Context: an optimization exercise on an open-source flow, tuned for small area. The choices shown serve that exercise and are no tape-out recipe. In this exercise RTL edits were held to simulation tests only and were not proved equivalent to the original.

==> module recip_divider, before the edit <==
module recip_divider (
    input  wire        clk,
    input  wire        load,
    input  wire        done,
    input  wire [19:0] d_in,
    output wire [19:0] rec_word,    
    output wire        rec_neg      
);
    logic [19:0] rem, q;            
    logic [22:0] nm1, nm3;          
    logic        sign_cur, sat_cur, sign_done, sat_done;
    logic [19:0] r;
    logic [4:0]  qb;
    wire        sign_in = d_in[19];
    wire [22:0] nm_in   = sign_in ? {{3{1'b1}}, d_in} : -{3'b000, d_in};
    wire        sat_in  = sign_in ? (&d_in[19:11])
                                  : ((d_in[19:11] == 9'd0) || (d_in == 20'd2048));
    function automatic logic [21:0] r4(input logic [19:0] rin, input logic [22:0] n1,
                                       input logic [22:0] n3);
        logic [22:0] t, e1, e2, e3;
        logic [1:0]  v;
        logic [19:0] rn;
        t  = {2'b00, rin, 1'b0};
        e1 = t + n1;
        e2 = t + {n1[21:0], 1'b0};
        e3 = t + n3;
        if (!e3[22])      begin v = 2'd3; rn = e3[18:0] << 1; end
        else if (!e2[22]) begin v = 2'd2; rn = e2[18:0] << 1; end
        else if (!e1[22]) begin v = 2'd1; rn = e1[18:0] << 1; end
        else              begin v = 2'd0; rn = t[18:0] << 1;  end
        r4 = {v, rn};
    endfunction
    always_comb begin
        logic [21:0] s1, s2;
        logic [20:0] e;
        s1 = r4(rem, nm1, nm3);
        s2 = r4(s1[19:0], nm1, nm3);
        e  = {1'b0, s2[19:0]} + nm1[20:0];
        qb = {s1[21:20], s2[21:20], ~e[20]};
        r  = (e[20] ? s2[18:0] : e[18:0]) << 1;
    end
    always_ff @(posedge clk) begin
        q <= {q[14:0], qb};
        if (load) begin
            rem      <= 20'd2048;
            nm1      <= nm_in;
            nm3      <= nm_in + {nm_in[21:0], 1'b0};
            sign_cur <= sign_in;
            sat_cur  <= sat_in;
        end else begin
            rem <= r;
        end
        if (done) begin
            sign_done <= sign_cur;
            sat_done  <= sat_cur;
        end
    end
    assign rec_word = sat_done ? (sign_done ? 20'h80000 : 20'h7FFFF) : q;
    assign rec_neg  = ~sat_done & sign_done;
endmodule
==> module back_sub_top, before the edit <==
module back_sub_top #(
    parameter int IWL = 5,
    parameter int FWL = 15
) (
    input  wire                       clk,
    input  wire                       rst_n,
    input  wire                       in_valid,
    input  wire signed [IWL+FWL-1:0]  row1_data,
    input  wire signed [IWL+FWL-1:0]  row2_data,
    input  wire signed [IWL+FWL-1:0]  row3_data,
    input  wire signed [IWL+FWL-1:0]  row4_data,
    output logic                      out_valid,
    output logic signed [IWL+FWL-1:0] x1,
    output logic signed [IWL+FWL-1:0] x2,
    output logic signed [IWL+FWL-1:0] x3,
    output logic signed [IWL+FWL-1:0] x4
);
    localparam int WL = IWL + FWL;
    logic [20:1] vq;
    wire  [20:0] v = {vq, in_valid};
    always_ff @(posedge clk or negedge rst_n) begin
        if (!rst_n) vq <= '0;
        else        vq <= v[19:0];
    end
    assign out_valid = vq[20];
    wire [WL-1:0] xw, yw;
    wire          xn, yn;
    logic [WL-1:0] r11;
    recip_divider u_divx (
        .clk(clk), .load(v[2] | v[6]), .done(v[6] | v[10]),
        .d_in(v[2] ? row2_data : row4_data), .rec_word(xw), .rec_neg(xn));
    recip_divider u_divy (
        .clk(clk), .load(v[4] | v[8]), .done(v[8] | v[12]),
        .d_in(v[4] ? row3_data : r11), .rec_word(yw), .rec_neg(yn));
    logic [WL-1:0] r12, r13, r14, r23, z1, r24, z2, r34q, z3q, z4q;
    logic [WL-1:0] s22, s, r12b, r13b, r23b, x4q, dq, t1q, x3q, x2q, x1q;
    logic          s22n, sn;
    logic [WL-1:0] ma, mb, pa, na, pb, bsrc;
    logic [10:0]   nbw;
    logic          mbn, x4n;
    always_comb begin
        ma = dq; mb = x4q; mbn = x4n;
        if (v[11]) begin ma = z4q;  mb = xw;  mbn = xn;   end
        if (v[12]) begin ma = r34q; mb = x4q; mbn = 1'b0; end
        if (v[13]) begin ma = dq;   mb = s;   mbn = sn;   end
        if (v[14]) begin ma = r23b; mb = x3q; mbn = 1'b0; end
        if (v[15]) begin ma = dq;   mb = s22; mbn = s22n; end
        if (v[16]) begin ma = r12b; mb = x2q; mbn = 1'b0; end
        na   = (v[16] | v[17]) ? x3q : x4q;
        bsrc = (v[16] | v[17]) ? r13b : ((v[14] | v[15]) ? z4q : r24);
        nbw  = (v[13] | v[15] | v[17]) ? bsrc[19:9] : {bsrc[9:0], 1'b0};
        if (v[13]) nbw = r34q[10:0];
    end
    bs_mul      u_mula (.a(ma), .b(mb), .bneg(mbn), .y(pa));
    bs_mul_half u_mulb (.clk(clk), .a(na), .bw(nbw), .hi(v[13] | v[15] | v[17]), .y(pb));
    wire [WL-1:0] da = (v[16] ? t1q : z3q) - pa;
    wire [WL-1:0] db = (v[13] ? z2 : (v[15] ? t1q : dq)) - pb;
    always_ff @(posedge clk) begin
        dq <= v[17] ? db : da;
        if (v[0])  r11 <= row1_data;
        if (v[1])  r12 <= row1_data;
        if (v[2])  r13 <= row1_data;
        if (v[3])  begin r14 <= row1_data; r23 <= row2_data; end
        if (v[4])  begin z1 <= row1_data; r24 <= row2_data; end
        if (v[5])  z2 <= row2_data;
        if (v[5])  r34q <= row3_data;
        else if (v[12]) r34q[10:0] <= r24[19:9];    
        if (v[6])  z3q <= row3_data;
        else if (v[13]) z3q <= db;                  
        if (v[7])  z4q <= row4_data;
        else if (v[11]) z4q <= r14;                 
        if (v[7])  begin s22 <= xw; s22n <= xn; end
        if (v[9] | v[13]) begin s <= yw; sn <= yn; end
        if (v[9])  r12b <= r12;
        if (v[10]) r13b <= r13;
        if (v[11]) r23b <= r23;
        if (v[11]) begin x4q <= pa; x4n <= 1'b0; end
        else if (v[16]) begin x4q <= s; x4n <= sn; end    
        if (v[12]) t1q <= z1;
        else if (v[15]) t1q <= db;                  
        else if (v[16]) t1q <= x4q;                 
        if (v[13]) x3q <= pa;
        if (v[15]) x2q <= pa;
        if (v[18]) x1q <= pa;
    end
    assign x1 = x1q;
    assign x2 = x2q;
    assign x3 = x3q;
    assign x4 = t1q;
endmodule
clock: 12.0 ns
lec_check: 0
cap_margin: 20
core_margin: 2
core_utilization: 65
cts_buf_list: sky130_fd_sc_hd__clkbuf_8
place_density: 0.75
slew_margin: 20
run.sh (not shown) runs the stock make flow with config.mk's settings and CLKGATE_MAP_FILE= SYNTH_SCRIPT=/design/flow/synth_recipe.tcl, a recipe that flattens the netlist after the stock synthesis.
The first run passed the timing, design-rule and antenna checks.
==> next run, changes <==
--- a/flow/design.v
+++ b/flow/design.v
@@ -2,23 +2,22 @@
 `default_nettype none
 module recip_divider (
     input  wire        clk,
     input  wire        load,
     input  wire        done,
-    input  wire [19:0] d_in,
+    input  wire [22:0] nm_in,       
+    input  wire [22:0] nm3_in,      
+    input  wire        sign_in,     
+    input  wire        sat_in,      
     output wire [19:0] rec_word,    
     output wire        rec_neg      
 );
     logic [19:0] rem, q;            
     logic [22:0] nm1, nm3;          
     logic        sign_cur, sat_cur, sign_done, sat_done;
     logic [19:0] r;
     logic [4:0]  qb;
-    wire        sign_in = d_in[19];
-    wire [22:0] nm_in   = sign_in ? {{3{1'b1}}, d_in} : -{3'b000, d_in};
-    wire        sat_in  = sign_in ? (&d_in[19:11])
-                                  : ((d_in[19:11] == 9'd0) || (d_in == 20'd2048));
     function automatic logic [21:0] r4(input logic [19:0] rin, input logic [22:0] n1,
                                        input logic [22:0] n3);
         logic [22:0] t, e1, e2, e3;
         logic [1:0]  v;
         logic [19:0] rn;
@@ -44,11 +43,11 @@
     always_ff @(posedge clk) begin
         q <= {q[14:0], qb};
         if (load) begin
             rem      <= 20'd2048;
             nm1      <= nm_in;
-            nm3      <= nm_in + {nm_in[21:0], 1'b0};
+            nm3      <= nm3_in;
             sign_cur <= sign_in;
             sat_cur  <= sat_in;
         end else begin
             rem <= r;
         end
@@ -57,10 +56,24 @@
             sat_done  <= sat_cur;
         end
     end
     assign rec_word = sat_done ? (sign_done ? 20'h80000 : 20'h7FFFF) : q;
     assign rec_neg  = ~sat_done & sign_done;
+endmodule
+`default_nettype wire
+`default_nettype none
+module recip_prep (
+    input  wire [19:0] d_in,
+    output wire [22:0] nm,
+    output wire [22:0] nm3,
+    output wire        sign,
+    output wire        sat
+);
+    assign sign = d_in[19];
+    assign nm   = sign ? {{3{1'b1}}, d_in} : -{3'b000, d_in};
+    assign nm3  = nm + {nm[21:0], 1'b0};
+    assign sat  = sign ? (&d_in[19:11]) : ((d_in[19:11] == 9'd0) || (d_in == 20'd2048));
 endmodule
 `default_nettype wire
 `timescale 1ns/1ps
 `timescale 1ns/1ps
 `default_nettype none
@@ -161,16 +174,28 @@
     end
     assign out_valid = vq[20];
     wire [WL-1:0] xw, yw;
     wire          xn, yn;
     logic [WL-1:0] r11;
+    logic [WL-1:0] dsel;
+    wire  [22:0]   pnm, pnm3;
+    wire           psign, psat;
+    always_comb begin
+        dsel = r11;
+        if (v[2]) dsel = row2_data;
+        if (v[4]) dsel = row3_data;
+        if (v[6]) dsel = row4_data;
+    end
+    recip_prep u_prep (.d_in(dsel), .nm(pnm), .nm3(pnm3), .sign(psign), .sat(psat));
     recip_divider u_divx (
         .clk(clk), .load(v[2] | v[6]), .done(v[6] | v[10]),
-        .d_in(v[2] ? row2_data : row4_data), .rec_word(xw), .rec_neg(xn));
+        .nm_in(pnm), .nm3_in(pnm3), .sign_in(psign), .sat_in(psat),
+        .rec_word(xw), .rec_neg(xn));
     recip_divider u_divy (
         .clk(clk), .load(v[4] | v[8]), .done(v[8] | v[12]),
-        .d_in(v[4] ? row3_data : r11), .rec_word(yw), .rec_neg(yn));
+        .nm_in(pnm), .nm3_in(pnm3), .sign_in(psign), .sat_in(psat),
+        .rec_word(yw), .rec_neg(yn));
     logic [WL-1:0] r12, r13, r14, r23, z1, r24, z2, r34q, z3q, z4q;
     logic [WL-1:0] s22, s, r12b, r13b, r23b, x4q, dq, t1q, x3q, x2q, x1q;
     logic          s22n, sn;
     logic [WL-1:0] ma, mb, pa, na, pb, bsrc;
     logic [10:0]   nbw;
After rerunning:
- The new run finished with timing, DRC and antenna clean
- critical path depth goes down by 9
- setup slack is worse by 220 ps
- fmax goes down by 1.9%
- global-route usage goes up by 0.39 points
- final cell count goes down by 4.5%
- core utilization goes up by 0.30 points

==> re-timing with driven ports <==
The flow's constraints put no driver on any port. The routed layouts listed below were extracted and timed again, unchanged, in two steps.
Step 1: set_driving_cell puts a clkbuf_16 on clk and a buf_2 on each other input, an assumption about the parent block.
Step 2 adds t to the input delays and takes it off the output delays; t is the mean of the earliest and latest rising clock arrival at the registers after step 1. Input paths then give back, and output paths get back, about the clock's delay inside the block.
Slacks: ideal ports / drivers / drivers and shift; pairs: ideal ports / drivers.
run	t, ns	setup slack, ns	worst hold slack (ns)	worst setup path at the end	cell pins on the clock port's net
the first run	0.799	0.708 / 0.708 / 0.708	0.348 / 0.348 / 0.348	register to register	1
the second run	0.865	0.486 / 0.486 / 0.486	0.347 / 0.347 / 0.347	register to register	1
After both steps every run listed still meets setup and hold.
